This design comes from an exercise in tuning for small area and a short achievable clock period on the open sky130 flow, not from production work. No functional check of the RTL was part of any run shown here. Power figures rest on the tool's default switching activity, not on a simulated workload.

[design/flow/flow/run.sh]
#!/bin/bash
# Standard ORFS layout with fast port buffers and no CTS dummy loads.
set -euo pipefail
bash standard.sh \
  "BUFFER_PORTS_ARGS=-buffer_cell sky130_fd_sc_hd__buf_2" \
  "CTS_ARGS=-sink_clustering_enable -repair_clock_nets -dont_use_dummy_load" \
  finish > standard.log 2>&1
[design/flow/standard.sh]
#!/bin/bash
# synth_recipe.tcl (not shown) runs the flow's synth.tcl, then flattens the netlist and writes it again
# the make line also repeats each setting of config.mk as NAME=value (left out here)
make -C /OpenROAD-flow-scripts/flow DESIGN_CONFIG=/design/flow/config.mk WORK_HOME=/design/flow/orfs CLKGATE_MAP_FILE= SYNTH_SCRIPT=/design/flow/synth_recipe.tcl "${@:-finish}"
[design/flow/config.mk]
export PLATFORM = sky130hd
export DESIGN_NAME = video_ctrl_top
export DESIGN_NICKNAME = video_ctrl_top
export VERILOG_FILES = /design/flow/design.v
export SDC_FILE = /design/flow/constraint.sdc
export NUM_CORES = 4
export LEC_CHECK = 0
export CAP_MARGIN = 20
export CORE_MARGIN = 2
export CORE_UTILIZATION = 40
export SETUP_SLACK_MARGIN = 5
export SLEW_MARGIN = 20
[design/flow/constraint.sdc]
create_clock -name core_clock -period 9.0 [get_ports {clk}]
set_input_delay 1.8000 -clock core_clock [delete_from_list [all_inputs] [get_ports {clk}]]
set_output_delay 1.8000 -clock core_clock [all_outputs]
set_load 0.01 [all_outputs]
[design/flow/design.v]
package video_pkg;
    localparam int COORD_W = 13;               
    localparam int PCNT_W  = 6;                
    localparam int ADDR_W  = 32;
    localparam int DATA_W  = 32;
    localparam logic [ADDR_W-1:0] REG_CTRL    = 32'h0000_0000;
    localparam logic [ADDR_W-1:0] REG_H1      = 32'h0000_0028;
    localparam logic [ADDR_W-1:0] REG_H2      = 32'h0000_0030;
    localparam logic [ADDR_W-1:0] REG_V1      = 32'h0000_0038;
    localparam logic [ADDR_W-1:0] REG_V2      = 32'h0000_0040;
    localparam logic [ADDR_W-1:0] REG_BASE    = 32'h0000_0048;
    localparam logic [ADDR_W-1:0] REG_LINEINC = 32'h0000_0050;
    localparam int CTRL_EN_BIT  = 3;           
    localparam int CTRL_PCNT_LO = 4;           
    localparam int FIFO_DEPTH  = 16;
    localparam int FIFO_AW     = $clog2(FIFO_DEPTH);
    localparam int FREE_W      = $clog2(FIFO_DEPTH + 1);
    localparam int MEM_CREDITS = 4;
    localparam int CRED_W      = $clog2(MEM_CREDITS + 1);
    typedef struct packed {
        logic [7:0] r;                         
        logic [7:0] g;                         
        logic [7:0] b;                         
    } rgb_t;
    typedef struct packed {
        logic              en;
        logic [PCNT_W-1:0] pcnt;               
    } ctrl_cfg_t;
    typedef struct packed {
        logic [COORD_W-1:0] size;              
        logic [COORD_W-1:0] sync_start;
        logic [COORD_W-1:0] sync_end;          
        logic [COORD_W-1:0] total;
    } axis_cfg_t;
    typedef struct packed {
        logic [ADDR_W-1:0] base_address;
        logic [ADDR_W-1:0] lineinc;            
    } fetch_cfg_t;
    typedef struct packed {
        logic hsync;
        logic hblank;
        logic vsync;
        logic vblank;
    } sync_t;
    localparam sync_t SYNC_IDLE = 4'b0101;   
endpackage
import video_pkg::*;
module video_regs (
    input  logic                           clk,
    input  logic                           reset_n,
    input  logic                           reg_wr,
    input  logic [video_pkg::ADDR_W-1:0]   reg_addr,
    input  logic [video_pkg::DATA_W-1:0]   reg_wdata,
    output video_pkg::ctrl_cfg_t           ctrl_cfg,
    output video_pkg::axis_cfg_t           h_cfg,      
    output video_pkg::axis_cfg_t           v_cfg,      
    output video_pkg::fetch_cfg_t          fetch_cfg
);
    logic [COORD_W-1:0] lo_field;
    logic [COORD_W-1:0] lo_m1;
    logic [COORD_W-1:0] hi_field;
    assign lo_field = reg_wdata[COORD_W-1:0];
    assign hi_field = reg_wdata[2*COORD_W-1:COORD_W];
    assign lo_m1    = lo_field - 1'b1;             
    always_ff @(posedge clk or negedge reset_n) begin
        if (!reset_n) begin
            h_cfg.total <= '1;
            v_cfg.total <= '1;
        end else if (reg_wr) begin
            if (reg_addr == REG_H1) h_cfg.total <= lo_m1;
            if (reg_addr == REG_V1) v_cfg.total <= lo_m1;
        end
    end
    always_ff @(posedge clk or negedge reset_n) begin
        if (!reset_n) begin
            ctrl_cfg             <= '0;
            h_cfg.size           <= '0;
            h_cfg.sync_start     <= '0;
            h_cfg.sync_end       <= '0;
            v_cfg.size           <= '0;
            v_cfg.sync_start     <= '0;
            v_cfg.sync_end       <= '0;
            fetch_cfg            <= '0;
        end else if (reg_wr) begin
            case (reg_addr)
                REG_CTRL: begin
                    ctrl_cfg.en   <= reg_wdata[CTRL_EN_BIT];
                    ctrl_cfg.pcnt <= reg_wdata[CTRL_PCNT_LO +: PCNT_W];
                end
                REG_H1: begin
                    h_cfg.size  <= hi_field;
                end
                REG_H2: begin
                    h_cfg.sync_end   <= lo_field;
                    h_cfg.sync_start <= hi_field;
                end
                REG_V1: begin
                    v_cfg.size  <= hi_field;
                end
                REG_V2: begin
                    v_cfg.sync_end   <= lo_field;
                    v_cfg.sync_start <= hi_field;
                end
                REG_BASE: begin
                    fetch_cfg.base_address <= reg_wdata;
                end
                REG_LINEINC: begin
                    fetch_cfg.lineinc <= reg_wdata;
                end
                default: begin
                end                                  
            endcase
        end
    end
endmodule
import video_pkg::*;
module video_timing (
    input  logic                           clk,
    input  logic                           reset_n,
    input  video_pkg::ctrl_cfg_t           ctrl_cfg,
    input  video_pkg::axis_cfg_t           h_cfg,      
    input  video_pkg::axis_cfg_t           v_cfg,      
    output logic                           pix_tick,
    output logic                           active,
    output logic                           fetch_line,
    output logic                           line_step,   
    output logic                           line_wrap,   
    output video_pkg::sync_t               sync
);
    logic [PCNT_W-1:0]  pdiv;                  
    logic [COORD_W-1:0] hcnt;
    logic [COORD_W-1:0] hcnt_new;
    logic [COORD_W-1:0] vcnt;
    logic [COORD_W-1:0] fy;                    
    logic [COORD_W-1:0] fy_new;
    logic               h_last;                
    logic               hb;                    
    logic               heq;                   
    logic               vb;                    
    logic               nld;                   
    logic               fy_last;               
    logic               heq_new;
    logic               en;
    assign en = ctrl_cfg.en;
    assign pix_tick = en && (pdiv >= ctrl_cfg.pcnt);
    assign active = en && !hb && !vb;
    assign fetch_line = pix_tick && heq && nld;
    assign hcnt_new = (!en || h_last) ? '0 : hcnt + 1'b1;
    assign heq_new  = (hcnt_new == h_cfg.size);
    assign line_step = !en || (pix_tick && h_last);
    assign line_wrap = en ? fy_last : (v_cfg.total == '0);
    assign fy_new    = line_wrap ? '0 : (en ? fy + 1'b1 : COORD_W'(1));
    always_ff @(posedge clk) begin
        if (!en || pix_tick) begin
            pdiv <= '0;
        end else begin
            pdiv <= pdiv + 1'b1;
        end
    end
    always_ff @(posedge clk) begin
        if (!en || pix_tick) begin
            hcnt   <= hcnt_new;
            h_last <= (hcnt_new == h_cfg.total);
            heq    <= heq_new;
            hb     <= heq_new || (en && !h_last && hb);
        end
    end
    always_ff @(posedge clk) begin
        if (line_step) begin
            vcnt    <= en ? fy : '0;
            fy      <= fy_new;
            fy_last <= (fy_new == v_cfg.total);
            nld     <= (fy_new < v_cfg.size);
            vb      <= en ? !nld : (v_cfg.size == '0);
        end
    end
    always_ff @(posedge clk or negedge reset_n) begin
        if (!reset_n) begin
            sync <= SYNC_IDLE;
        end else if (!en) begin
            sync <= SYNC_IDLE;
        end else begin
            sync.hblank <= hb;
            sync.hsync  <= (hcnt >= h_cfg.sync_start) && (hcnt < h_cfg.sync_end);
            sync.vblank <= vb;
            sync.vsync  <= (vcnt >= v_cfg.sync_start) && (vcnt < v_cfg.sync_end);
        end
    end
endmodule
import video_pkg::*;
module line_fetch (
    input  logic                           clk,
    input  logic                           reset_n,
    input  video_pkg::fetch_cfg_t          fetch_cfg,
    input  video_pkg::axis_cfg_t           h_cfg,
    input  logic                           en,
    input  logic                           fetch_line,
    input  logic                           line_step,
    input  logic                           line_wrap,
    output logic                           mem_req,
    output logic [video_pkg::ADDR_W-1:0]   mem_addr,
    input  logic                           mem_credit,
    input  logic                           mem_rsp_valid,
    input  logic [video_pkg::DATA_W-1:0]   mem_rsp_data,
    output logic                           fifo_wr,
    output video_pkg::rgb_t                fifo_wdata,
    input  logic                           fifo_pop
);
    logic [COORD_W-1:0] remaining;             
    logic [ADDR_W-1:0]  line_off;              
    logic               first;                 
    logic [CRED_W-1:0]  credits;
    logic [FREE_W-1:0]  free_slots;            
    logic               issue;
    assign issue = !fetch_line && (remaining != '0) && (credits != '0) &&
                   (free_slots != '0);
    always_ff @(posedge clk or negedge reset_n) begin
        if (!reset_n) begin
            mem_req    <= 1'b0;
            remaining  <= '0;
            credits    <= CRED_W'(MEM_CREDITS);
            free_slots <= FREE_W'(FIFO_DEPTH);
        end else begin
            mem_req    <= issue;
            case ({issue, mem_credit})
                2'b10:   credits <= credits - 1'b1;
                2'b01:   credits <= credits + 1'b1;
                default: credits <= credits;
            endcase
            case ({issue, fifo_pop})
                2'b10:   free_slots <= free_slots - 1'b1;
                2'b01:   free_slots <= free_slots + 1'b1;
                default: free_slots <= free_slots;
            endcase
            if (fetch_line) begin
                remaining <= h_cfg.size;
            end else if (issue) begin
                remaining <= remaining - 1'b1;
            end
        end
    end
    always_ff @(posedge clk) begin
        if (line_step) begin
            line_off <= line_wrap ? '0 : (en ? line_off + fetch_cfg.lineinc : fetch_cfg.lineinc);
        end
    end
    always_ff @(posedge clk) begin
        if (fetch_line) begin
            mem_addr <= fetch_cfg.base_address + line_off;
            first    <= 1'b1;
        end else if (issue) begin
            first    <= 1'b0;
            if (!first) begin
                mem_addr <= mem_addr + ADDR_W'(4);
            end
        end
    end
    assign fifo_wr    = mem_rsp_valid;
    assign fifo_wdata = mem_rsp_data[23:0];    
endmodule
import video_pkg::*;
module pixel_fifo (
    input  logic            clk,
    input  logic            reset_n,
    input  logic            wr,
    input  video_pkg::rgb_t wdata,
    input  logic            pop,
    output video_pkg::rgb_t rdata,
    output logic            empty
);
    logic [23:0]      mem [0:FIFO_DEPTH-1];    
    logic [FIFO_AW:0] wr_ptr;                  
    logic [FIFO_AW:0] rd_ptr;
    always_ff @(posedge clk or negedge reset_n) begin
        if (!reset_n) begin
            wr_ptr <= '0;
            rd_ptr <= '0;
        end else begin
            if (wr) begin
                wr_ptr <= wr_ptr + 1'b1;
            end
            if (pop && !empty) begin
                rd_ptr <= rd_ptr + 1'b1;
            end
        end
    end
    always_ff @(posedge clk) begin
        if (wr) begin
            mem[wr_ptr[FIFO_AW-1:0]] <= wdata;
        end
    end
    assign rdata = mem[rd_ptr[FIFO_AW-1:0]];   
    assign empty = (wr_ptr == rd_ptr);
endmodule
module pixel_output (
    input  logic            clk,
    input  logic            reset_n,
    input  logic            pix_tick,
    input  logic            active,
    input  logic            fifo_empty,
    input  video_pkg::rgb_t fifo_rdata,
    output logic            pop,
    output video_pkg::rgb_t rgb
);
    assign pop = pix_tick && active && !fifo_empty;
    always_ff @(posedge clk or negedge reset_n) begin
        if (!reset_n) begin
            rgb <= '0;
        end else if (active && !fifo_empty) begin
            rgb <= fifo_rdata;
        end else begin
            rgb <= '0;                         
        end
    end
endmodule
import video_pkg::*;
module video_ctrl_top (
    input  logic                           clk,
    input  logic                           reset_n,
    input  logic                           reg_wr,
    input  logic [video_pkg::ADDR_W-1:0]   reg_addr,
    input  logic [video_pkg::DATA_W-1:0]   reg_wdata,
    output logic                           mem_req,
    output logic [video_pkg::ADDR_W-1:0]   mem_addr,
    input  logic                           mem_credit,
    input  logic                           mem_rsp_valid,
    input  logic [video_pkg::DATA_W-1:0]   mem_rsp_data,
    output logic [3:0]                     sync,     
    output logic [23:0]                    rgb       
);
    video_pkg::ctrl_cfg_t          ctrl_cfg;
    video_pkg::axis_cfg_t          h_cfg;
    video_pkg::axis_cfg_t          v_cfg;
    video_pkg::fetch_cfg_t         fetch_cfg;
    logic               pix_tick;
    logic               active;
    logic               fetch_line;
    logic               line_step;
    logic               line_wrap;
    logic               fifo_wr;
    video_pkg::rgb_t               fifo_wdata;
    logic               fifo_pop;              
    video_pkg::rgb_t               fifo_rdata;
    logic               fifo_empty;
    video_regs i_video_regs (
        .clk       (clk),
        .reset_n   (reset_n),
        .reg_wr    (reg_wr),
        .reg_addr  (reg_addr),
        .reg_wdata (reg_wdata),
        .ctrl_cfg  (ctrl_cfg),
        .h_cfg     (h_cfg),
        .v_cfg     (v_cfg),
        .fetch_cfg (fetch_cfg)
    );
    video_timing i_video_timing (
        .clk        (clk),
        .reset_n    (reset_n),
        .ctrl_cfg   (ctrl_cfg),
        .h_cfg      (h_cfg),
        .v_cfg      (v_cfg),
        .pix_tick   (pix_tick),
        .active     (active),
        .fetch_line (fetch_line),
        .line_step  (line_step),
        .line_wrap  (line_wrap),
        .sync       (sync)
    );
    line_fetch i_line_fetch (
        .clk           (clk),
        .reset_n       (reset_n),
        .fetch_cfg     (fetch_cfg),
        .h_cfg         (h_cfg),
        .en            (ctrl_cfg.en),
        .fetch_line    (fetch_line),
        .line_step     (line_step),
        .line_wrap     (line_wrap),
        .mem_req       (mem_req),
        .mem_addr      (mem_addr),
        .mem_credit    (mem_credit),
        .mem_rsp_valid (mem_rsp_valid),
        .mem_rsp_data  (mem_rsp_data),
        .fifo_wr       (fifo_wr),
        .fifo_wdata    (fifo_wdata),
        .fifo_pop      (fifo_pop)
    );
    pixel_fifo i_pixel_fifo (
        .clk     (clk),
        .reset_n (reset_n),
        .wr      (fifo_wr),
        .wdata   (fifo_wdata),
        .pop     (fifo_pop),
        .rdata   (fifo_rdata),
        .empty   (fifo_empty)
    );
    pixel_output i_pixel_output (
        .clk        (clk),
        .reset_n    (reset_n),
        .pix_tick   (pix_tick),
        .active     (active),
        .fifo_empty (fifo_empty),
        .fifo_rdata (fifo_rdata),
        .pop        (fifo_pop),
        .rgb        (rgb)
    );
endmodule
==> results of run 1 <==
==> sequential cells by signal (all words and copies together) (netlist names), 4 cells and up <==
signal / flops
i_video_regs.v_cfg: 52
i_pixel_output.rgb: 24
i_video_regs.ctrl_cfg: 7
i_pixel_fifo.mem: 384
i_pixel_fifo.wr_ptr: 5
i_line_fetch.free_slots: 5
i_line_fetch.mem_addr: 32
i_pixel_fifo.rd_ptr: 5
i_video_timing.vcnt: 13
i_video_timing.fy: 13
i_video_regs.fetch_cfg: 64
i_video_regs.h_cfg: 52
i_video_timing.pdiv: 6
i_line_fetch.line_off: 32
i_video_timing.sync: 4
i_video_timing.hcnt: 13
i_line_fetch.remaining: 13
==> layout by cell type (no fill, tap or decap), types with 36 or more instances in the layout <==
master / Yosys / routed
edfxtp_1: 493 / 493
dfrtp_1: 205 / 201
nand2_1: 200 / 199
o21ai_0: 160 / 159
buf_2: 12 / 152
ha_1: 146 / 146
nor2_1: 131 / 128
mux4_2: 120 / 120
inv_1: 108 / 108
a21oi_1: 99 / 98
xnor2_1: 97 / 97
mux2_2: 86 / 86
xor2_1: 81 / 81
clkbuf_16: 0 / 80
a21o_1: 53 / 53
nand3_1: 40 / 39
nor2b_1: 39 / 36
==> power breakdown <==
| part | total (uW) | internal (uW) | switching (uW) |
|---|---|---|---|
| Clock | 2740 | 1550 | 1190 |
| Sequential | 3860 | 3800 | 64.0 |
| Combinational | 396 | 125 | 271 |
| Total | 7000 | 5480 | 1520 |
==> critical path: cells and delay by family <==
family                 cells  cell delay (ns)
buffers and inverters      1             0.10
multiplexers               1             0.58
AND/OR/NAND/NOR            4             1.68
==> kinds of logic (layout without fill, tap and decap cells) <==
logic type,count (synthesis),after routing,share of synthesized area [%]
DFF,735,735,60.17
and+or+nand+nor,601,601,8.556
AOI/OAI and AO/OA,427,427,7.545
muxes,232,232,11.34
buffers and inverters,212,374,2.349
xor gates and xnor gates,179,179,4.543
adders and majority gates,150,150,5.499
other,0,1,0
==> timing repair <==
item                       4_1_cts  5_1_grt
setup buffers                    1        0
hold endpoints to repair         0        0
setup endpoints to repair        1        4
gates resized for setup          1        2
hold buffers                     0        0
==> stage by stage <==
step                setup WS (ns)  cells  area, sq um  hold slack, ns
global route                5.019   3843        38880          0.4921
global placement            4.709   3760        36810          0.4419
detailed placement          4.663   3760        36810          0.4511
finish                      5.247   3843        38880          0.4587
floorplan                   5.232   2536        34690          0.4186
CTS                         5.112   3841        38840          0.4583
==> worst min path at each step <==
stage                                      start                     end  slack [ns]
after floorplan               i_line_fetch.first      i_line_fetch.first        0.42
after global placement    i_video_timing.pdiv[0]  i_video_timing.pdiv[0]        0.44
after detailed placement      i_line_fetch.first      i_line_fetch.first        0.45
after CTS                     i_line_fetch.first      i_line_fetch.first        0.46
after global routing      i_pixel_fifo.wr_ptr[4]  i_pixel_fifo.wr_ptr[4]        0.49
final                         i_line_fetch.first      i_line_fetch.first        0.46
==> layer usage <==
metal  GRT usage [%]  wire length (um)
met5               0                40
met4           6.389              2731
met3           2.966              4271
met2           31.42             40470
met1           25.23             36180
==> final cells by class <==
| cell class | instances | area [sq um] |
|---|---|---|
| Sequential cell | 735 | 20870 |
| Clock buffer | 80 | 2002 |
| Fill cell | 7544 | 46660 |
| Inverter | 109 | 409.1 |
| Timing Repair Buffer | 185 | 1069 |
| Antenna cell | 1 | 2.502 |
| Multi-Input combinational cell | 1589 | 13100 |
| Tap cell | 1144 | 1431 |
==> impl_metrics.toml, run 1 <==
[run_status]
status = "no timing/DRC/antenna violations"

[worst_setup_path]
rrSetupSlack_ns = 5.27
crit_type = "in2reg"
crit_start = "reg_addr[11]"
cp_slowest_cell = "nand3_2"
crit_chain = "buf_2 > nor4_1 > nand4_1 > nor3_1 > nand3_2 > mux2_2"
r2r-end = "i_line_fetch.free_slots[4]"
cp-end-kind = "flop"
start_kind = "input pin"
path_max_fanout = 34
endpoint = "i_video_regs.fetch_cfg[55]"
ff2ff_path_depth = 17
slowest_delay_ns = 0.78
critical_path_arrival_ns = 4.22
timing.rr.start = "i_video_timing.pdiv[0]"
worst_ep_required_time_ns = 9.47

[clock_network]
htreeDepth = 3
clock_path_buffers = 3
cts_tree = "built"
cts-root-buf = "clkbuf_16"
clock_latency_ns = 0.64
clkTransAtPathRegs_ns = 0.05
numCtsBuffers = 80
clock_sinks = 735

[layout]
nets = 2951
final_util_pct = 45.45
syn2layout_area_growth_pct = 12.14
drive_above_1_share_pct = 19.83

[die]
die-area_sq_um = 89060
fp.dieW_um = 298.4
ios = 162
start_util_pct = 40.53
die_y_um = 298.4
rows = 107
core_area_sq_um = 85550

[pwr]
total_power_uw = 7000
irDropWorstVdd_uv = 159.2
p_leak_uw = 0.01546
powerDensity_nw_per_um2 = 180.0

[logic_synthesis]
yosys_warnings = 5
synth_flop_cell = "edfxtp_1"
synth_area_leaders = "edfxtp_1 (43%), dfrtp_1 (15%), mux4_2 (7.8%)"
syn_area_per_cell_sq_um = 13.67
synthTopCellsByCount = "edfxtp_1 (493), dfrtp_1 (205), nand2_1 (200)"
syn-num-nets = 2787
syn_inst = 2536
async_flop_share_pct = 31.97
ys_ff_latch = 735
yosysSeqAreaShare_pct = 60.17
syn-cell-area_sq_um = 34670
synth_top_area_share_pct = 42.69
yosysTopAreaCell = "edfxtp_1"
synth_most_common_cell = "edfxtp_1"
synthDistinctLibCells = 80
synth-edff-count = 493

[global_route]
antenna_found_initial = 8
grt_pass1_vias = 21400
grt_max_degree = 156
grtUsageTotal_pct = 18.87
grt-ovfl-total = 0
grt_pass1_wl_mm = 128.9

[sta]
setup_tns_ns = 0
tightest_slew_ns = 0.9912
fmax_mhz = 266.5
fin_crit_sh_pct = 41.70
slew_viol_final = 0
skew_ns = 0.05147
finalHoldViolations = 0
rsz0062_at_grt = "no"
min_period_ns = 3.753
slew_headroom_pct = 33.76
final-setup-viol-count = 0

[routing]
drt_iter0_markers = 1771
drtPass1Iterations = 5
drc = 0
vias = 21030
routed_via_density = 5.473
routed_wl_mm = 83.69
wl_per_cell_um = 21.78
drtAntennaViolNets = 0

[placement]
globalplace.congestion = 0.8801
numPortBuffers = 153
dp_hpwl_mm = 53.61

[run]
cap_viol_max_count = 0

[min_path]
hold_path_class = "reg2reg"
whs_path_depth = 2
==> inputs of run 2 (changes only) <==
==> design/flow/flow/run.sh (replaced) <==
#!/bin/bash
# Standard ORFS layout with fast port buffers and no CTS dummy loads.
set -euo pipefail
bash standard.sh \
  "BUFFER_PORTS_ARGS=-buffer_cell sky130_fd_sc_hd__buf_2" \
  "CTS_ARGS=-sink_clustering_enable -repair_clock_nets -dont_use_dummy_load -buf_list sky130_fd_sc_hd__clkbuf_4" \
  finish > standard.log 2>&1
==> run 2 against run 1 <==
  * Clock-buffer cell count up 112
  * Final cell count up 3.1%
  * Die area unchanged
  * Utilization down 0.63 points
  * Register-to-register slack worse by 0.10 ns
  * Combinational power about the same
  * Non-clock buffer count unchanged
  * Highest routed layer unchanged
  * Worst hold slack about the same
  * Clock skew up 0.11 ns
  * Still clean
  * Sequential cell count unchanged
  * Setup slack worse by 0.080 ns
  * Total power down 8.6%
==> impl_metrics.toml, run 2 <==
[run_status]
status = "no timing/DRC/antenna violations"

[clock_network]
numCtsBuffers = 192
clock_sinks = 735
clock_path_buffers = 3
hold_buffers = 0
cts_tree = "built"
cts-root-buf = "clkbuf_4"
clkTransAtPathRegs_ns = 0.06
htreeDepth = 4
clock_latency_ns = 1.14

[sta]
tightest_slew_ns = 0.9906
min_period_ns = 3.833
final-setup-viol-count = 0
slew_headroom_pct = 33.80
fin_crit_sh_pct = 42.59
setup_tns_ns = 0
skew_ns = 0.1622
slew_viol_final = 0
fmax_mhz = 260.9
rsz0062_at_grt = "yes"
finalHoldViolations = 0

[layout]
fill_cells = 7669
layout_commonest_cell = "edfxtp_1"
nets = 3063
syn2layout_area_growth_pct = 10.58
layout_common_cells = "edfxtp_1 (493), dfrtp_1 (201), nand2_1 (199), clkbuf_4 (192), o21ai_0 (159)"
largest_register_ffs = 384
final_cells = 3962
drive_above_1_share_pct = 23.02

[global_route]
grt_pass1_vias = 22180
grtUsageTotal_pct = 19.19
grt-ovfl-total = 0
grt_max_degree = 156
grt_pass1_wl_mm = 130.3
antenna_found_initial = 10

[logic_synthesis]
synth_top_area_share_pct = 42.69
synth_flop_cell = "edfxtp_1"
synth-edff-count = 493
syn-num-nets = 2787
synth_area_leaders = "edfxtp_1 (43%), dfrtp_1 (15%), mux4_2 (7.8%)"
synthDistinctLibCells = 80
async_flop_share_pct = 31.97
syn_area_per_cell_sq_um = 13.67
syn-cell-area_sq_um = 34670
yosys_warnings = 5
synth_most_common_cell = "edfxtp_1"
syn_inst = 2536
yosysTopAreaCell = "edfxtp_1"
ys_ff_latch = 735
synthTopCellsByCount = "edfxtp_1 (493), dfrtp_1 (205), nand2_1 (200)"
yosysSeqAreaShare_pct = 60.17

[worst_setup_path]
worst_ep_required_time_ns = 9.94
ff2ff_path_depth = 11
r2r-end = "i_line_fetch.free_slots[4]"
rrSetupSlack_ns = 5.17
cp-end-kind = "flop"
crit_type = "reg2reg"
critical_path_arrival_ns = 4.78
path_max_fanout = 53
start_kind = "flop"
timing.rr.start = "i_pixel_fifo.rd_ptr[1]"

[routing]
routed_wl_mm = 84.45
vias = 21560
routed_via_density = 5.441
drtAntennaViolNets = 0
wl_per_cell_um = 21.31
drt_iter0_markers = 1672
drc = 0
drtPass1Iterations = 5

[placement]
dp_hpwl_mm = 53.61
globalplace.congestion = 0.8801
dp.cells = 3760
numPortBuffers = 153

[pwr]
irDropWorstVdd_uv = 130.5
powerDensity_nw_per_um2 = 166.9
total_power_uw = 6400
p_leak_uw = 0.01536

[die]
die-area_sq_um = 89060
start_util_pct = 40.53
fp.dieW_um = 298.4
rows = 107
die_y_um = 298.4
ios = 162
core_area_sq_um = 85550

[min_path]
whs_path_depth = 2
min_to = "i_line_fetch.first"
min_from = "i_line_fetch.first"
hold_path_class = "reg2reg"

[run]
cap_viol_max_count = 0
==> run 2: worst max path at each step <==
| stage | start | end | slack [ns] | depth (start not counted) |
|---|---|---|---|---|
| after detailed placement | reg_addr[11] | i_video_regs.fetch_cfg[53] | 4.66 | 6 |
| after global routing | i_video_regs.ctrl_cfg[0] | i_line_fetch.free_slots[4] | 4.95 | 17 |
| after floorplan | mem_rsp_valid | i_pixel_fifo.mem[15][0] | 5.23 | 3 |
| after global placement | reg_addr[11] | i_video_regs.fetch_cfg[63] | 4.71 | 6 |
| final | i_pixel_fifo.rd_ptr[1] | i_line_fetch.free_slots[4] | 5.17 | 11 |
| after CTS | i_video_regs.ctrl_cfg[0] | i_line_fetch.free_slots[4] | 5.05 | 17 |
==> run 2: through the flow <==
step / setup slack (ns) / cell area [sq um] / hold WS, ns / utilization, %
after floorplan: 5.232 / 34690 / 0.4186 / -
after global placement: 4.709 / 36810 / 0.4419 / 43.03
after detailed placement: 4.663 / 36810 / 0.4511 / 43.03
after CTS: 5.053 / 38280 / 0.4572 / 44.74
after global routing: 4.945 / 38340 / 0.4932 / 44.82
final: 5.167 / 38340 / 0.4591 / 44.82
==> run 2: area by class of cell <==
| type | instances | area, sq um | share of cell area [%] |
|---|---|---|---|
| flip-flops and latches | 735 | 20870 | 54.44 |
| multi-input cells | 1589 | 13100 | 34.16 |
| clock buffers | 192 | 1441 | 3.759 |
| well taps | 1144 | 1431 | 3.733 |
| repair buffers | 185 | 1069 | 2.787 |
| inverters | 109 | 409.1 | 1.067 |
| diodes | 8 | 20.02 | 0.05221 |
==> run 2: cell families after synthesis <==
logic type	share of synthesized area, %
DFF	60.17
and+or+nand+nor	8.556
AOI/OAI and AO/OA	7.545
muxes	11.34
buffers and inverters	2.349
xor gates and xnor gates	4.543
adders and majority gates	5.499
==> run 2: report_power, final <==
part,total [uW],internal (uW),switching [uW]
logic,396,125,271
registers,3860,3800,64.9
clock network,2140,958,1180
total,6400,4880,1520
==> run 2: what timing repair did <==
action | in CTS | in global routing
resized for setup | 1 | 2
endpoints found under the setup margin | 2 | 4
gates cloned | 0 | 0
buffers inserted | 1 | 0
==> run 2: per-layer routing <==
| metal | wire length, um | global-route usage (%) | vias up | share of wire, % |
|---|---|---|---|---|
| met2 | 40890 | 31.44 | 652 | 48 |
| li1 | - | - | 10020 | - |
| met3 | 4822 | 3.889 | 163 | 5.7 |
| met4 | 2463 | 7.765 | 10 | 2.9 |
| met1 | 36220 | 25.01 | 10710 | 43 |
| met5 | 57 | 0 | - | 0.067 |
==> run 2: worst max-delay path, cell delays in order (launching register included) <==
cell and delay (ns):
dfrtp_4 0.95, xnor2_1 0.12, a311o_1 0.40, nor2_2 0.50, ha_1 0.31, inv_1 0.12
fa_1 0.48, a21o_1 0.20, a21oi_1 0.19, xnor2_1 0.09, nor2_1 0.11, xor2_1 0.16
==> inputs of run 3 (changes only) <==
--- a/design/flow/design.v
+++ b/design/flow/design.v
@@ -56,60 +56,54 @@
     output video_pkg::axis_cfg_t           v_cfg,      
     output video_pkg::fetch_cfg_t          fetch_cfg
 );
+    logic [DATA_W-1:0]  wdata;
     logic [COORD_W-1:0] lo_field;
     logic [COORD_W-1:0] lo_m1;
     logic [COORD_W-1:0] hi_field;
-    assign lo_field = reg_wdata[COORD_W-1:0];
-    assign hi_field = reg_wdata[2*COORD_W-1:COORD_W];
-    assign lo_m1    = lo_field - 1'b1;             
+    logic               wr_ctrl, wr_h1, wr_h2, wr_v1, wr_v2, wr_base, wr_lineinc;
+    assign wdata    = reset_n ? reg_wdata : '0;
+    assign lo_field = wdata[COORD_W-1:0];
+    assign hi_field = wdata[2*COORD_W-1:COORD_W];
+    assign lo_m1    = reg_wdata[COORD_W-1:0] - 1'b1;
+    assign wr_ctrl    = !reset_n || (reg_wr && reg_addr == REG_CTRL);
+    assign wr_h1      = !reset_n || (reg_wr && reg_addr == REG_H1);
+    assign wr_h2      = !reset_n || (reg_wr && reg_addr == REG_H2);
+    assign wr_v1      = !reset_n || (reg_wr && reg_addr == REG_V1);
+    assign wr_v2      = !reset_n || (reg_wr && reg_addr == REG_V2);
+    assign wr_base    = !reset_n || (reg_wr && reg_addr == REG_BASE);
+    assign wr_lineinc = !reset_n || (reg_wr && reg_addr == REG_LINEINC);
     always_ff @(posedge clk or negedge reset_n) begin
         if (!reset_n) begin
-            h_cfg.total <= '1;
-            v_cfg.total <= '1;
-        end else if (reg_wr) begin
-            if (reg_addr == REG_H1) h_cfg.total <= lo_m1;
-            if (reg_addr == REG_V1) v_cfg.total <= lo_m1;
+            ctrl_cfg.en <= 1'b0;
+        end else if (reg_wr && reg_addr == REG_CTRL) begin
+            ctrl_cfg.en <= reg_wdata[CTRL_EN_BIT];
         end
     end
-    always_ff @(posedge clk or negedge reset_n) begin
-        if (!reset_n) begin
-            ctrl_cfg             <= '0;
-            h_cfg.size           <= '0;
-            h_cfg.sync_start     <= '0;
-            h_cfg.sync_end       <= '0;
-            v_cfg.size           <= '0;
-            v_cfg.sync_start     <= '0;
-            v_cfg.sync_end       <= '0;
-            fetch_cfg            <= '0;
-        end else if (reg_wr) begin
-            case (reg_addr)
-                REG_CTRL: begin
-                    ctrl_cfg.en   <= reg_wdata[CTRL_EN_BIT];
-                    ctrl_cfg.pcnt <= reg_wdata[CTRL_PCNT_LO +: PCNT_W];
-                end
-                REG_H1: begin
-                    h_cfg.size  <= hi_field;
-                end
-                REG_H2: begin
-                    h_cfg.sync_end   <= lo_field;
-                    h_cfg.sync_start <= hi_field;
-                end
-                REG_V1: begin
-                    v_cfg.size  <= hi_field;
-                end
-                REG_V2: begin
-                    v_cfg.sync_end   <= lo_field;
-                    v_cfg.sync_start <= hi_field;
-                end
-                REG_BASE: begin
-                    fetch_cfg.base_address <= reg_wdata;
-                end
-                REG_LINEINC: begin
-                    fetch_cfg.lineinc <= reg_wdata;
-                end
-                default: begin
-                end                                  
-            endcase
+    always_ff @(posedge clk) begin
+        if (wr_ctrl) begin
+            ctrl_cfg.pcnt <= wdata[CTRL_PCNT_LO +: PCNT_W];
+        end
+        if (wr_h1) begin
+            h_cfg.total <= reset_n ? lo_m1 : '1;
+            h_cfg.size  <= hi_field;
+        end
+        if (wr_h2) begin
+            h_cfg.sync_end   <= lo_field;
+            h_cfg.sync_start <= hi_field;
+        end
+        if (wr_v1) begin
+            v_cfg.total <= reset_n ? lo_m1 : '1;
+            v_cfg.size  <= hi_field;
+        end
+        if (wr_v2) begin
+            v_cfg.sync_end   <= lo_field;
+            v_cfg.sync_start <= hi_field;
+        end
+        if (wr_base) begin
+            fetch_cfg.base_address <= wdata;
+        end
+        if (wr_lineinc) begin
+            fetch_cfg.lineinc <= wdata;
         end
     end
 endmodule
==> design/flow/flow/run.sh (replaced) <==
#!/bin/bash
# Standard ORFS layout with fast port buffers and no CTS dummy loads.
set -euo pipefail
bash standard.sh \
  "BUFFER_PORTS_ARGS=-buffer_cell sky130_fd_sc_hd__buf_2" \
  "CTS_ARGS=-sink_clustering_enable -repair_clock_nets -dont_use_dummy_load" \
  "SETUP_SLACK_MARGIN=6" \
  finish > standard.log 2>&1
==> run 3 against run 2 <==
  * Synthesized cell count is 10% lower
  * Total power increased by 68%
  * Clock skew decreased by 0.078 ns
  * Critical endpoint is now i_line_fetch.mem_addr[26]
  * Still clean on timing, DRC and antenna
  * Die area fell by 2.2%
==> impl_metrics.toml, run 3 <==
[run_status]
status = "no timing/DRC/antenna violations"

[clock_network]
clkTransAtPathRegs_ns = 0.05
clock_path_buffers = 3
cts-root-buf = "clkbuf_16"
hold_buffers = 0
htreeDepth = 3
numCtsBuffers = 79
clock_latency_ns = 0.66
clock_sinks = 735
cts_tree = "built"

[sta]
skew_ns = 0.08391
slew_headroom_pct = 41.33
fin_crit_sh_pct = 36.46
min_period_ns = 3.281
slew_viol_final = 0
rsz0062_at_grt = "yes"
finalHoldViolations = 0
setup_tns_ns = 0
hold_slack_ns = 0.4900
final-setup-viol-count = 0
fmax_mhz = 304.8
tightest_slew_ns = 0.8801

[logic_synthesis]
syn_area_per_cell_sq_um = 14.89
synthAdderAreaFrac_pct = 5.626
synthTopCellsByCount = "edfxtp_1 (667), ha_1 (146), nand2_1 (128)"
synth_most_common_cell = "edfxtp_1"
yosysTopAreaCell = "edfxtp_1"
ys_ff_latch = 735
syn_inst = 2277
synth_flop_cell = "edfxtp_1"
synth_xor_area_share_pct = 4.341
synth_top_area_share_pct = 59.09
synth-edff-count = 667
synth_top_family_by_area = "simple AND/OR/NAND/NOR gates"
synth_area_leaders = "edfxtp_1 (59%), mux4_2 (8.0%), ha_1 (5.4%)"
yosys_warnings = 5
syn-cell-area_sq_um = 33890
syn-num-nets = 2528
async_flop_share_pct = 8.299
synthSimpleGateAreaFrac_pct = 8.730
muxShareOfSynthArea_pct = 8.550
yosysSeqAreaShare_pct = 64.03
synth_compound_gate_area_share_pct = 6.667
synthDistinctLibCells = 86

[worst_setup_path]
critical_path_arrival_ns = 3.63
crit_type = "reg2reg"
ff2ff_path_depth = 12
worst_ep_required_time_ns = 9.35
start_kind = "flop"
r2r-end = "i_line_fetch.mem_addr[26]"
crit_chain = "buf_6 > fa_2 > a211oi_4 > o21a_1 > o211ai_1 > and3_4 > o41ai_4 > buf_4 > nand2b_4 > a21o_1 > a311o_1 > a22o_1"
cp-end-kind = "flop"
path_max_fanout = 4
rrSetupSlack_ns = 5.72
timing.rr.start = "i_line_fetch.line_off[1]"
cp_slowest_cell = "edfxtp_1"
slowest_delay_ns = 0.47

[die]
ios = 162
core_area_sq_um = 83820
die-area_sq_um = 87080
die_y_um = 295.1
start_util_pct = 40.44
fp.dieW_um = 295.1
rows = 106

[run]
cap_viol_max_count = 0

[routing]
drc = 0
drtPass1Iterations = 5
vias = 20470
drt_iter0_markers = 2001
wl_per_cell_um = 23.28
routed_wl_mm = 86.26
routed_via_density = 5.526
drtAntennaViolNets = 0

[min_path]
hold_path_class = "reg2reg"
whs_path_depth = 1
min_from = "i_pixel_fifo.rd_ptr[4]"
min_to = "i_pixel_fifo.rd_ptr[4]"

[global_route]
grtUsageTotal_pct = 19.57
grt-ovfl-total = 0
grt_max_degree = 59
grt_pass1_vias = 20540
antenna_found_initial = 11
grt_pass1_wl_mm = 126.6

[pwr]
powerDensity_nw_per_um2 = 268.3
p_leak_uw = 0.01462
total_power_uw = 10740
irDropWorstVdd_uv = 144.7

[placement]
dp.cells = 3504
globalplace.congestion = 0.8539
numPortBuffers = 153
dp_hpwl_mm = 51.75

[layout]
syn2layout_area_growth_pct = 18.13
drive_above_1_share_pct = 24.45
nets = 2821
final_util_pct = 47.77
fill_cells = 7165
layout_common_cells = "edfxtp_1 (667), buf_2 (139), ha_1 (134), nand2_1 (126), mux4_2 (120)"
layout_commonest_cell = "edfxtp_1"
largest_register_ffs = 384
final_cells = 3705
run 3: changes by cell type after synthesis, sizes merged, moves of 15 or more:
cell / before / now
dfstp: 30 / 4
mux2: 87 / 4
dfrtp: 205 / 57
and2: 31 / 69
nor2: 131 / 112
edfxtp: 493 / 667
o21ai: 168 / 98
a21oi: 99 / 78
clkbuf: 70 / 55
nand2: 200 / 128
run 3: routing by layer:
metal / wire [um] / vias up / GRT usage, %
li1: - / 9271 / -
met1: 36720 / 10390 / 27.14
met2: 41410 / 678 / 31.67
met3: 5803 / 133 / 3.165
met4: 2310 / 2 / 6.240
met5: 13 / - / 0
run 3: how the worst max path moves through the flow:
| stage | from | to | slack (ns) | depth (start not counted) |
|---|---|---|---|---|
| detailed placement | reg_addr[11] | i_video_regs.v_cfg[13] | 4.93 | 5 |
| floorplan | reg_addr[11] | i_video_regs.fetch_cfg[32] | 5.29 | 4 |
| global placement | reg_addr[11] | i_video_regs.v_cfg[13] | 4.97 | 5 |
| finish | i_line_fetch.line_off[1] | i_line_fetch.mem_addr[26] | 5.72 | 12 |
| global route | i_line_fetch.line_off[1] | i_line_fetch.mem_addr[26] | 5.64 | 12 |
| CTS | i_line_fetch.line_off[0] | i_line_fetch.mem_addr[26] | 5.78 | 12 |
run 3: cell type report:
| type | count | area, sq um | share of cell area (%) |
|---|---|---|---|
| well taps | 1134 | 1419 | 3.544 |
| flip-flops and latches | 735 | 21710 | 54.23 |
| multi-input cells | 1368 | 12320 | 30.76 |
| repair buffers | 283 | 2208 | 5.516 |
| clock buffers | 79 | 1977 | 4.938 |
| inverters | 103 | 396.6 | 0.9906 |
| diodes | 3 | 7.507 | 0.01875 |
run 3: what timing repair did:
item | in CTS | in global routing
pin swaps | 44 | 41
endpoints found under the setup margin | 347 | 278
cloned | 8 | 3
resized for setup | 68 | 80
buffers inserted | 76 | 32
run 3: per-stage QoR:
| step | setup slack, ns | cell area (sq um) |
|---|---|---|
| 3_5_place_dp | 4.930 | 36220 |
| 3_3_place_gp | 4.974 | 36220 |
| 6_report | 5.719 | 40040 |
| 4_1_cts | 5.777 | 39350 |
| 2_1_floorplan | 5.289 | 34220 |
| 5_1_grt | 5.636 | 40030 |
run 3: cell families (layout without fill, tap and decap cells):
group	after synthesis	in the layout
adders and majority gates	150	150
muxes	139	139
DFF	735	735
buffers and inverters	179	465
xor gates and xnor gates	168	168
other	0	3
AOI/OAI and AO/OA	341	345
and+or+nand+nor	565	566
run 3: power by group:
group	leakage (uW)	total, uW	switching (uW)	internal, uW
Combinational	0.00664	3360	1760	1600
Sequential	0.00701	4660	321	4340
Clock	0.000974	2720	1190	1530
Total	0.0146	10700	3270	7480
run 3: critical path: cells and delay by family (launching register included):
family	cells	cell delay, ns
AO/OA/AOI/OAI	7	1.54
flip-flops	1	0.47
AND/OR/NAND/NOR	2	0.27
buffers and inverters	2	0.36
adder cells (fa/ha/maj)	1	0.41
==> inputs of run 4 (changes only) <==
--- a/design/flow/design.v
+++ b/design/flow/design.v
@@ -206,6 +206,18 @@
     logic [CRED_W-1:0]  credits;
     logic [FREE_W-1:0]  free_slots;            
     logic               issue;
+    logic [CRED_W-1:0]  cred_inc, cred_dec;
+    logic [FREE_W-1:0]  free_inc, free_dec;
+    always_comb begin
+        for (int i = 0; i < CRED_W; i++) begin
+            cred_inc[i] = credits[i] ^ ((i == 0) ? 1'b1 : &(credits | ~CRED_W'((1 << i) - 1)));
+            cred_dec[i] = credits[i] ^ ((i == 0) ? 1'b1 : ~|(credits & CRED_W'((1 << i) - 1)));
+        end
+        for (int i = 0; i < FREE_W; i++) begin
+            free_inc[i] = free_slots[i] ^ ((i == 0) ? 1'b1 : &(free_slots | ~FREE_W'((1 << i) - 1)));
+            free_dec[i] = free_slots[i] ^ ((i == 0) ? 1'b1 : ~|(free_slots & FREE_W'((1 << i) - 1)));
+        end
+    end
     assign issue = !fetch_line && (remaining != '0) && (credits != '0) &&
                    (free_slots != '0);
     always_ff @(posedge clk or negedge reset_n) begin
@@ -216,16 +228,16 @@
             free_slots <= FREE_W'(FIFO_DEPTH);
         end else begin
             mem_req    <= issue;
-            case ({issue, mem_credit})
-                2'b10:   credits <= credits - 1'b1;
-                2'b01:   credits <= credits + 1'b1;
-                default: credits <= credits;
-            endcase
-            case ({issue, fifo_pop})
-                2'b10:   free_slots <= free_slots - 1'b1;
-                2'b01:   free_slots <= free_slots + 1'b1;
-                default: free_slots <= free_slots;
-            endcase
+            if (issue && !mem_credit) begin
+                credits <= cred_dec;
+            end else if (!issue && mem_credit) begin
+                credits <= cred_inc;
+            end
+            if (issue && !fifo_pop) begin
+                free_slots <= free_dec;
+            end else if (!issue && fifo_pop) begin
+                free_slots <= free_inc;
+            end
             if (fetch_line) begin
                 remaining <= h_cfg.size;
             end else if (issue) begin
==> design/flow/flow/run.sh (replaced) <==
#!/bin/bash
# Standard ORFS layout with fast port buffers and no CTS dummy loads.
set -euo pipefail
bash standard.sh \
  "BUFFER_PORTS_ARGS=-buffer_cell sky130_fd_sc_hd__buf_2" \
  "CTS_ARGS=-sink_clustering_enable -repair_clock_nets -dont_use_dummy_load" \
  "SETUP_SLACK_MARGIN=6.5" \
  finish > standard.log 2>&1
==> run 4 against run 3 <==
  * Sequential power decreased by 12%
  * Synthesized cell count decreased by 0.61%
  * Highest routed layer unchanged
  * Largest cell class unchanged
  * Worst hold slack about the same
  * First-iteration DRC count decreased by 5.9%
  * Area after synthesis decreased by 0.83%
==> impl_metrics.toml, run 4 <==
[worst_setup_path]
path_max_fanout = 8
crit_type = "in2reg"
start_kind = "input pin"
crit_chain = "buf_6 > nor4_2 > nand3_2 > or4_4 > o21ai_4 > buf_12 > buf_12 > buf_16"
slowest_delay_ns = 0.55
rrSetupSlack_ns = 5.88
worst_ep_required_time_ns = 9.32
cp_slowest_cell = "or4_4"
crit_top_cell = "buf_12"
ff2ff_path_depth = 12
crit_start = "reg_addr[29]"
timing.rr.start = "i_line_fetch.line_off[1]"
cp-end-kind = "flop"
critical_path_arrival_ns = 3.44

[layout]
final_cells = 3765
syn2layout_area_growth_pct = 25.60
nets = 2934
layout_common_cells = "edfxtp_1 (667), buf_4 (139), ha_1 (132), buf_2 (131), mux4_2 (120)"
largest_register_ffs = 384
layout_commonest_cell = "edfxtp_1"
drive_above_1_share_pct = 33.38
final_util_pct = 50.61

[sta]
rsz0062_at_grt = "yes"
fmax_mhz = 320.2
final-setup-viol-count = 0
tightest_slew_ns = 0.9487
slew_viol_final = 0
slew_headroom_pct = 36.26
fin_crit_sh_pct = 34.70
finalHoldViolations = 0
min_period_ns = 3.123
setup_tns_ns = 0
skew_ns = 0.09541

[logic_synthesis]
synth_flop_cell = "edfxtp_1"
synthDistinctLibCells = 78
synthTopCellsByCount = "edfxtp_1 (667), ha_1 (148), nor2_1 (134)"
synth_compound_gate_area_share_pct = 6.049
yosys_warnings = 5
yosysSeqAreaShare_pct = 64.56
yosysTopAreaCell = "edfxtp_1"
syn-num-nets = 2514
synth_top_area_share_pct = 59.59
synth-edff-count = 667
synth_area_leaders = "edfxtp_1 (60%), mux4_2 (8.0%), ha_1 (5.5%)"
syn_area_per_cell_sq_um = 14.85
synthAdderAreaFrac_pct = 5.628
synth_most_common_cell = "edfxtp_1"
synth_xor_area_share_pct = 4.456
muxShareOfSynthArea_pct = 8.811
synth_top_family_by_area = "multiplexers"
syn_inst = 2263
async_flop_share_pct = 8.299
ys_ff_latch = 735
syn-cell-area_sq_um = 33610
synthSimpleGateAreaFrac_pct = 8.334

[min_path]
whs_path_depth = 1
min_from = "i_line_fetch.free_slots[3]"
hold_path_class = "reg2reg"

[placement]
numPortBuffers = 153
dp.cells = 3443
globalplace.congestion = 0.8278
dp_hpwl_mm = 49.20

[clock_network]
htreeDepth = 3
clock_latency_ns = 0.67
clock_sinks = 735
numCtsBuffers = 81
clock_path_buffers = 3
clkTransAtPathRegs_ns = 0.06
cts-root-buf = "clkbuf_16"
cts_tree = "built"

[pwr]
irDropWorstVdd_uv = 149.9
powerDensity_nw_per_um2 = 190.7
p_leak_uw = 0.01563
total_power_uw = 8053

[routing]
routed_via_density = 5.586
vias = 21030
drc = 0
wl_per_cell_um = 24.37
drtAntennaViolNets = 0
drt_iter0_markers = 1882
routed_wl_mm = 91.77
drtPass1Iterations = 5

[global_route]
antenna_found_initial = 10
grt_pass1_wl_mm = 131.4
grt-ovfl-total = 0
grt_max_degree = 71
grt_pass1_vias = 21030
grtUsageTotal_pct = 20.54

[run_status]
status = "no timing/DRC/antenna violations"

[die]
core_area_sq_um = 83420
die-area_sq_um = 86370
start_util_pct = 40.29
fp.dieW_um = 293.9
ios = 162
rows = 106
die_y_um = 293.9

[run]
cap_viol_max_count = 0
[run 4: final timing paths]
check | endpoint
hold / removal | i_line_fetch.free_slots[3]
max in group asynchronous | i_pixel_fifo.rd_ptr[1]
setup / recovery | i_video_regs.fetch_cfg[7]
min in group asynchronous | i_pixel_output.rgb[13]
setup reg to reg | i_line_fetch.line_off[31]
hold reg to reg | i_line_fetch.free_slots[3]
[run 4: power by group]
part	leakage (uW)	total, uW	internal, uW	switching (uW)
Clock	0.000998	2790	1570	1220
Sequential	0.00710	4100	3990	114
Combinational	0.00753	1160	503	657
Total	0.0156	8050	6060	1990
[run 4: critical path, delay by kind of cell]
family | cells | cell delay (ns)
AND/OR/NAND/NOR | 3 | 0.97
AO/OA/AOI/OAI | 1 | 0.17
buffers and inverters | 4 | 0.49
[run 4: final cells by class]
type / instances / area [sq um]
flip-flops and latches: 735 / 21710
inverters: 116 / 475.5
well taps: 1080 / 1351
repair inverters: 5 / 76.32
clock buffers: 81 / 2027
diodes: 4 / 10.01
multi-input cells: 1371 / 13120
repair buffers: 373 / 3441
fillers: 6827 / 41200
[run 4: per-layer routing]
layer / vias up / wire, um / share of wire [%] / global-route usage (%)
met1: 10810 / 38410 / 42 / 28.12
met2: 677 / 45230 / 49 / 34.17
met5: - / 27 / 0.029 / 0
met4: 4 / 2054 / 2.2 / 5.450
met3: 128 / 6050 / 6.6 / 3.225
li1: 9410 / - / - / -
[run 4: through the flow]
| step | setup WS (ns) | cell area [sq um] | hold slack, ns |
|---|---|---|---|
| final | 5.877 | 42220 | 0.4904 |
| after global routing | 5.819 | 42210 | 0.5083 |
| after CTS | 5.869 | 40710 | 0.4936 |
| after detailed placement | 4.997 | 36110 | 0.4236 |
| after global placement | 5.008 | 36110 | 0.4166 |
| after floorplan | 5.020 | 34200 | 0.4020 |
[run 4: what timing repair did]
item	in CTS	in global routing
pin swaps	89	102
hold buffers	0	0
endpoints found under the setup margin	945	550
gates resized for setup	284	157
gates cloned	35	15
buffers inserted	117	70
[run 4: logic make-up (layout without fill, tap and decap cells)]
kind of cell | after synthesis | count (layout)
and+or+nand+nor | 554 | 579
adders and majority gates | 150 | 150
other | 0 | 4
DFF | 735 | 735
buffers and inverters | 187 | 575
AOI/OAI and AO/OA | 321 | 325
muxes | 145 | 146
xor gates and xnor gates | 171 | 171
==> inputs of run 5 (changes only) <==
==> design/flow/flow/run.sh (replaced) <==
#!/bin/bash
# Standard ORFS layout with fast port buffers and no CTS dummy loads.
set -euo pipefail
bash standard.sh \
  "BUFFER_PORTS_ARGS=-buffer_cell sky130_fd_sc_hd__buf_2" \
  "CTS_ARGS=-sink_clustering_enable -repair_clock_nets -dont_use_dummy_load" \
  "SETUP_SLACK_MARGIN=6" \
  finish > standard.log 2>&1
==> run 5 against run 4 <==
  * Critical endpoint is now i_video_regs.v_cfg[29]
  * Utilization shrank 3.4 points
  * Die area stayed put
  * Combinational power is 21% lower
  * Worst hold slack lost 0.056 ns
==> impl_metrics.toml, run 5 <==
[routing]
routed_wl_mm = 83.43
drt_iter0_markers = 1639
drc = 0
top_layer = "met5"
met2WireLength_mm = 41.11
routed_via_density = 5.470
drtAntennaViolNets = 0
wl_met3_mm = 4.324
vias = 19760
wl_met1_mm = 35.92
drtPass1Iterations = 5
wl_per_cell_um = 23.10

[worst_setup_path]
crit_type = "in2reg"
timing.rr.start = "i_video_regs.fetch_cfg[1]"
path_max_fanout = 6
crit_start = "reg_addr[21]"
worst_ep_required_time_ns = 9.32
critical_path_arrival_ns = 3.55
cp-end-kind = "flop"
start_kind = "input pin"

[global_route]
grt_pass1_vias = 19710
grt_pass1_wl_mm = 121.4
grtUsageTotal_pct = 18.88
grt_max_degree = 70
antenna_found_initial = 9
grt-ovfl-total = 0

[die]
fp.dieW_um = 293.9
rows = 106
start_util_pct = 40.29
ios = 162
core_area_sq_um = 83420
die_y_um = 293.9
die-area_sq_um = 86370

[clock_network]
clock_latency_ns = 0.66
clock_sinks = 735
cts-root-buf = "clkbuf_16"
cts_tree = "built"
clock_path_buffers = 3
numCtsBuffers = 80
hold_buffers = 0
clkTransAtPathRegs_ns = 0.06
htreeDepth = 3

[logic_synthesis]
synth-edff-count = 667
syn_inst = 2263
synth_flop_cell = "edfxtp_1"
yosysSeqAreaShare_pct = 64.56
ys_ff_latch = 735
yosysTopAreaCell = "edfxtp_1"
synth_most_common_cell = "edfxtp_1"
synthTopCellsByCount = "edfxtp_1 (667), ha_1 (148), nor2_1 (134)"
synthDistinctLibCells = 78
synth_top_area_share_pct = 59.59
syn-num-nets = 2514
syn-cell-area_sq_um = 33610
yosys_warnings = 5
synth_area_leaders = "edfxtp_1 (60%), mux4_2 (8.0%), ha_1 (5.5%)"
syn_area_per_cell_sq_um = 14.85
async_flop_share_pct = 8.299

[sta]
tightest_slew_ns = 0.9846
min_period_ns = 3.237
slew_viol_final = 0
finalHoldViolations = 0
setup_tns_ns = 0
rsz0062_at_grt = "yes"
fin_crit_sh_pct = 35.96
slew_headroom_pct = 34.36
skew_ns = 0.09520
final-setup-viol-count = 0
fmax_mhz = 309.0

[placement]
dp_hpwl_mm = 49.17
dpl_cell_area_sq_um = 35850
numPortBuffers = 153
globalplace.congestion = 0.8367

[layout]
syn2layout_area_growth_pct = 17.20
drive_above_1_share_pct = 23.19
nets = 2784
largest_register_ffs = 384
finish.instance_area_sq_um = 39390
layout_commonest_cell = "edfxtp_1"
layout_common_cells = "edfxtp_1 (667), buf_2 (143), ha_1 (137), nand2_1 (123), nor2_1 (123)"

[pwr]
irDropWorstVdd_uv = 153.7
p_leak_uw = 0.01441
total_power_uw = 7752
powerDensity_nw_per_um2 = 196.8

[min_path]
min_from = "i_video_timing.pdiv[0]"
hold_path_class = "reg2reg"

[run]
cap_viol_max_count = 0

[run_status]
status = "no timing/DRC/antenna violations"
[run 5: final timing paths]
| path | endpoint | slack, ns | depth (start not counted) |
|---|---|---|---|
| max | i_video_regs.v_cfg[29] | 5.76 | 8 |
| min | i_video_timing.pdiv[0] | 0.43 | 1 |
| max reg2reg | i_line_fetch.line_off[31] | 5.98 | 11 |
| min reg2reg | i_video_timing.pdiv[0] | 0.43 | 1 |
| max in group asynchronous | i_video_timing.sync[0] | 6.71 | 3 |
| min in group asynchronous | i_pixel_output.rgb[10] | 1.05 | 1 |
[run 5: repair_timing]
| action | 4_1_cts | 5_1_grt |
|---|---|---|
| cloned | 6 | 8 |
| gates resized for setup | 72 | 76 |
| setup buffers | 44 | 28 |
| pin swaps | 25 | 40 |
| endpoints found under the setup margin | 406 | 315 |
[run 5: where the power goes]
part / internal (uW) / leakage (uW) / switching (uW) / total [uW]
logic: 362 / 0.00633 / 549 / 911
clock network: 1550 / 0.000986 / 1190 / 2750
registers: 3990 / 0.00710 / 103 / 4100
[run 5: worst max-delay path, cell delays in order]
cell and delay [ns]:
buf_6 0.10, nor4b_4 0.29, nand3_2 0.13, or4_4 0.59, o31ai_4 0.22, buf_12 0.16, buf_12 0.11, clkbuf_16 0.14
[run 5: area by class of cell]
type                            count  area [sq um]
Tap cell                         1080          1351
Antenna cell                        1         2.502
Inverter                          116         435.4
Timing Repair Buffer              253          1923
Sequential cell                   735         21710
Fill cell                        7140         44030
Clock buffer                       80          2002
Multi-Input combinational cell   1347         11970
[run 5: per-stage QoR]
step / setup WS, ns / utilization (%) / hold WS (ns) / instances
after global placement: 4.954 / 42.97 / 0.4410 / 3445
final: 5.763 / 47.22 / 0.4345 / 3612
after global routing: 5.707 / 47.22 / 0.4513 / 3612
after floorplan: 5.020 / - / 0.4256 / 2263
after CTS: 5.832 / 46.33 / 0.4559 / 3575
after detailed placement: 4.932 / 42.97 / 0.4482 / 3445
[run 5: logic make-up after synthesis]
logic type / Yosys count / share of synthesized area, %
xor gates and xnor gates: 171 / 4.456
AOI/OAI and AO/OA: 321 / 6.049
buffers and inverters: 187 / 2.163
DFF: 735 / 64.56
muxes: 145 / 8.811
and+or+nand+nor: 554 / 8.334
adders and majority gates: 150 / 5.628
[run 5: per-layer routing]
metal  vias to the layer above  GRT usage (%)
li1                       9066              -
met4                         8          5.426
met5                         -              0
met2                       512          31.72
met1                     10040          25.40
met3                       134          2.991
==> inputs of run 6 (changes only) <==
--- a/design/flow/design.v
+++ b/design/flow/design.v
@@ -124,7 +124,8 @@
     logic [PCNT_W-1:0]  pdiv;                  
     logic [COORD_W-1:0] hcnt;
     logic [COORD_W-1:0] hcnt_new;
-    logic [COORD_W-1:0] vcnt;
+    logic [COORD_W-1:0] vsrc;                  
+    logic               vs;                    
     logic [COORD_W-1:0] fy;                    
     logic [COORD_W-1:0] fy_new;
     logic               h_last;                
@@ -143,6 +144,7 @@
     assign heq_new  = (hcnt_new == h_cfg.size);
     assign line_step = !en || (pix_tick && h_last);
     assign line_wrap = en ? fy_last : (v_cfg.total == '0);
+    assign vsrc      = en ? fy : '0;
     assign fy_new    = line_wrap ? '0 : (en ? fy + 1'b1 : COORD_W'(1));
     always_ff @(posedge clk) begin
         if (!en || pix_tick) begin
@@ -161,7 +163,7 @@
     end
     always_ff @(posedge clk) begin
         if (line_step) begin
-            vcnt    <= en ? fy : '0;
+            vs      <= (vsrc >= v_cfg.sync_start) && (vsrc < v_cfg.sync_end);
             fy      <= fy_new;
             fy_last <= (fy_new == v_cfg.total);
             nld     <= (fy_new < v_cfg.size);
@@ -177,7 +179,7 @@
             sync.hblank <= hb;
             sync.hsync  <= (hcnt >= h_cfg.sync_start) && (hcnt < h_cfg.sync_end);
             sync.vblank <= vb;
-            sync.vsync  <= (vcnt >= v_cfg.sync_start) && (vcnt < v_cfg.sync_end);
+            sync.vsync  <= vs;
         end
     end
 endmodule
@@ -245,14 +247,18 @@
             end
         end
     end
+    logic [ADDR_W-1:0]  line_sum;
+    logic [ADDR_W-1:0]  line_start;
+    prefix_add32 i_line_sum (.a(line_off), .b(fetch_cfg.lineinc), .s(line_sum));
+    prefix_add32 i_line_start (.a(fetch_cfg.base_address), .b(line_off), .s(line_start));
     always_ff @(posedge clk) begin
         if (line_step) begin
-            line_off <= line_wrap ? '0 : (en ? line_off + fetch_cfg.lineinc : fetch_cfg.lineinc);
+            line_off <= line_wrap ? '0 : (en ? line_sum : fetch_cfg.lineinc);
         end
     end
     always_ff @(posedge clk) begin
         if (fetch_line) begin
-            mem_addr <= fetch_cfg.base_address + line_off;
+            mem_addr <= line_start;
             first    <= 1'b1;
         end else if (issue) begin
             first    <= 1'b0;
@@ -264,6 +270,29 @@
     assign fifo_wr    = mem_rsp_valid;
     assign fifo_wdata = mem_rsp_data[23:0];    
 endmodule
+module prefix_add32 (
+    input  logic [31:0] a,
+    input  logic [31:0] b,
+    output logic [31:0] s
+);
+    logic [32*6-1:0] g;                        
+    logic [32*6-1:0] p;                        
+    assign g[31:0] = a & b;
+    assign p[31:0] = a ^ b;
+    for (genvar l = 0; l < 5; l++) begin : level
+        for (genvar i = 0; i < 32; i++) begin : bit_i
+            if ((i >> l) & 1) begin : merge
+                localparam int J = ((i >> l) << l) - 1;
+                assign g[32*(l+1)+i] = g[32*l+i] | (p[32*l+i] & g[32*l+J]);
+                assign p[32*(l+1)+i] = p[32*l+i] & p[32*l+J];
+            end else begin : pass
+                assign g[32*(l+1)+i] = g[32*l+i];
+                assign p[32*(l+1)+i] = p[32*l+i];
+            end
+        end
+    end
+    assign s = p[31:0] ^ {g[32*5+30:32*5], 1'b0};
+endmodule
 import video_pkg::*;
 module pixel_fifo (
     input  logic            clk,
==> run 6 against run 5 <==
  * Still clean on timing, DRC and antenna
  * Non-clock buffer count rose by 20
  * Critical path depth did not move
  * Global-route usage rose by 0.094 points
  * Utilization rose by 1.0 points
  * Cell area fell by 1.4%
  * Worst hold slack improved by 0.034 ns
  * Sequential share of layout area fell by 0.16 points
  * Wire length fell by 3.6%
  * Highest routed layer unchanged
==> impl_metrics.toml, run 6 <==
[routing]
vias = 18860
drt_iter0_markers = 1426
routed_wl_mm = 80.40
drtAntennaViolNets = 0
drc = 0
drtPass1Iterations = 6
routed_via_density = 5.440
wl_per_cell_um = 23.19

[logic_synthesis]
syn-num-nets = 2357
yosysTopAreaCell = "edfxtp_1"
synth_xor_area_share_pct = 4.359
muxShareOfSynthArea_pct = 9.064
synth_top_family_by_area = "multiplexers"
synth_compound_gate_area_share_pct = 5.078
ys_ff_latch = 723
synth_most_common_cell = "edfxtp_1"
syn-cell-area_sq_um = 32550
synth_flop_cell = "edfxtp_1"
synthAdderAreaFrac_pct = 6.227
syn_inst = 2100
synth-edff-count = 655
async_flop_share_pct = 8.437
syn_area_per_cell_sq_um = 15.50
synth_top_area_share_pct = 60.42
synthDistinctLibCells = 76
synth_area_leaders = "edfxtp_1 (60%), mux4_2 (8.3%), ha_1 (5.6%)"
synthSimpleGateAreaFrac_pct = 7.634
yosysSeqAreaShare_pct = 65.56
yosys_warnings = 5
synthTopCellsByCount = "edfxtp_1 (655), ha_1 (146), nor2_1 (133)"

[pwr]
powerDensity_nw_per_um2 = 197.7
irDropWorstVdd_uv = 185.2
p_leak_uw = 0.01427

[worst_setup_path]
endpoint = "i_video_regs.fetch_cfg[30]"
timing.rr.start = "i_video_regs.fetch_cfg[0]"
crit_type = "in2reg"
r2r-end = "i_line_fetch.line_off[26]"
critical_path_arrival_ns = 3.45
crit_start = "reg_addr[21]"
path_max_fanout = 8
worst_ep_required_time_ns = 9.26
start_kind = "input pin"
ff2ff_path_depth = 14
cp-end-kind = "flop"
rrSetupSlack_ns = 5.92

[layout]
syn2layout_area_growth_pct = 19.34
fill_cells = 6748
layout_commonest_cell = "edfxtp_1"
final_util_pct = 48.23
finish.instance_area_sq_um = 38850
nets = 2663
layout_common_cells = "edfxtp_1 (655), buf_2 (140), ha_1 (139), mux4_2 (120), nor2_1 (115)"
drive_above_1_share_pct = 25.67
largest_register_ffs = 384

[clock_network]
clock_path_buffers = 3
hold_buffers = 0
clock_latency_ns = 0.65
cts_tree = "built"
numCtsBuffers = 80
clkTransAtPathRegs_ns = 0.06
cts-root-buf = "clkbuf_16"
clock_sinks = 723
htreeDepth = 3

[placement]
dpl_cell_area_sq_um = 35090
numPortBuffers = 153
dp_hpwl_mm = 47.49
globalplace.congestion = 0.8317

[die]
core_area_sq_um = 80550
start_util_pct = 40.41
die_y_um = 289.3
fp.dieW_um = 289.3
ios = 162
die-area_sq_um = 83680
rows = 104

[sta]
rsz0062_at_grt = "yes"
fin_crit_sh_pct = 35.38
slew_headroom_pct = 26.81
setup_tns_ns = 0
min_period_ns = 3.184
slew_viol_final = 0
tightest_slew_ns = 1.097
fmax_mhz = 314.0
skew_ns = 0.09971
finalHoldViolations = 0
final-setup-viol-count = 0

[global_route]
grt_pass1_wl_mm = 117.8
grtUsageTotal_pct = 18.98
antenna_found_initial = 13
grt-ovfl-total = 0
grt_pass1_vias = 19170
grt_max_degree = 53

[run_status]
status = "no timing/DRC/antenna violations"

[min_path]
hold_path_class = "reg2reg"

[run]
cap_viol_max_count = 0
run 6: changes by cell type after synthesis, moves of 8 or more:
| cell | delta |
|---|---|
| edfxtp_1 | -12 |
| a21oi_1 | -23 |
| nand2_1 | -35 |
| clkbuf_1 | -14 |
| and2_1 | -10 |
| o21ai_0 | -34 |
| fa_1 | +8 |
| buf_1 | +12 |
run 6: repair_timing:
item,CTS,global route
cloned,16,5
resized for setup,85,50
setup buffers,58,30
endpoints found under the setup margin,442,228
pin swaps,52,55
hold endpoints to repair,0,0
run 6: how the worst min path moves through the flow:
stage | startpoint | endpoint | slack (ns) | depth (start not counted)
3_3_place_gp | i_video_timing.pdiv[0] | i_video_timing.pdiv[0] | 0.45 | 1
3_5_place_dp | i_line_fetch.free_slots[3] | i_line_fetch.free_slots[3] | 0.47 | 1
6_report | i_line_fetch.credits[0] | i_line_fetch.credits[0] | 0.47 | 1
5_1_grt | i_line_fetch.free_slots[0] | i_line_fetch.free_slots[0] | 0.50 | 1
2_1_floorplan | i_video_timing.pdiv[0] | i_video_timing.pdiv[0] | 0.43 | 1
4_1_cts | i_line_fetch.credits[0] | i_line_fetch.credits[0] | 0.48 | 1
run 6: layout make-up:
class                   instances  area, sq um  share of cell area, %
diodes                          3        7.507                0.01932
multi-input cells            1209        11410                  29.36
inverters                     119        455.4                  1.172
well taps                    1060         1326                  3.414
flip-flops and latches        723        21350                  54.96
clock buffers                  80         2002                  5.153
repair buffers                273         2297                  5.913
run 6: routing by layer:
metal  wire length (um)  vias to the layer above  global-route usage (%)
li1                   -                     8561                       -
met4               2239                       12                   5.966
met5                 82                        -                       0
met3               3972                      150                   3.102
met2              40450                      487                   32.63
met1              33660                     9652                   24.63
run 6: power by group:
part           switching [uW]  internal, uW
combinational             548           355
sequential                105          3940
clock                    1180          1550
total                    1830          5850
run 6: stage by stage:
step | cells | total power [uW] | setup slack [ns] | hold slack [ns]
after floorplan | 2100 | 4603 | 5.020 | 0.4297
after global placement | 3271 | 4854 | 4.947 | 0.4511
after detailed placement | 3275 | 4901 | 4.943 | 0.4679
after CTS | 3429 | 7706 | 5.728 | 0.4764
after global routing | 3466 | 7957 | 5.778 | 0.4963
final | 3467 | 7681 | 5.816 | 0.4681
run 6: cell families after synthesis:
group	Yosys count
muxes	144
DFF	723
AOI/OAI and AO/OA	242
buffers and inverters	179
xor gates and xnor gates	162
adders and majority gates	156
and+or+nand+nor	494
run 6: critical path, cell delays in order:
cell and delay [ns]:
buf_6 0.09, nor4b_4 0.29, nand3_2 0.14, or4_4 0.55, o21ai_4 0.16, buf_12 0.16, buf_12 0.11, buf_16 0.13

==> port drivers added, routing unchanged <==
The flow's constraints put no driver on any port. The routed layouts listed below were extracted and timed again, unchanged, in two steps. Step 1, drivers: a clkbuf_16 drives clk and a buf_2 each remaining input, both assumed. Step 2 moves the port delays by t, midway between the first and last clock arrival at a register: inputs arrive t later, outputs are due t later. That takes back most of the time a late clock gives input paths. a / b / c = ideal / step 1 / step 2; a / b = the first two.
run | t (ns) | setup slack, ns | worst setup path after step 2 | slew at the worst register clock pin (ns) | worst data-port slew with drivers (ns)
run 1 | 0.668 | 5.247 / 5.267 / 4.623 | input to register | 0.06 / 0.06 | 0.08
run 2 | 1.131 | 5.167 / 5.167 / 4.589 | input to register | 0.07 / 0.07 | 0.08
run 3 | 0.669 | 5.719 / 5.719 / 5.243 | input to register | 0.06 / 0.06 | 0.13
run 4 | 0.672 | 5.877 / 5.826 / 5.235 | input to register | 0.06 / 0.06 | 0.11
run 5 | 0.665 | 5.763 / 5.783 / 5.118 | input to register | 0.06 / 0.06 | 0.11
run 6 | 0.669 | 5.816 / 5.850 / 5.181 | input to register | 0.06 / 0.06 | 0.10
After both steps every run listed still meets setup and hold. The setup slack of run 5, which loses most, moves by +0.020 ns with the drivers and by -0.645 ns with both steps.
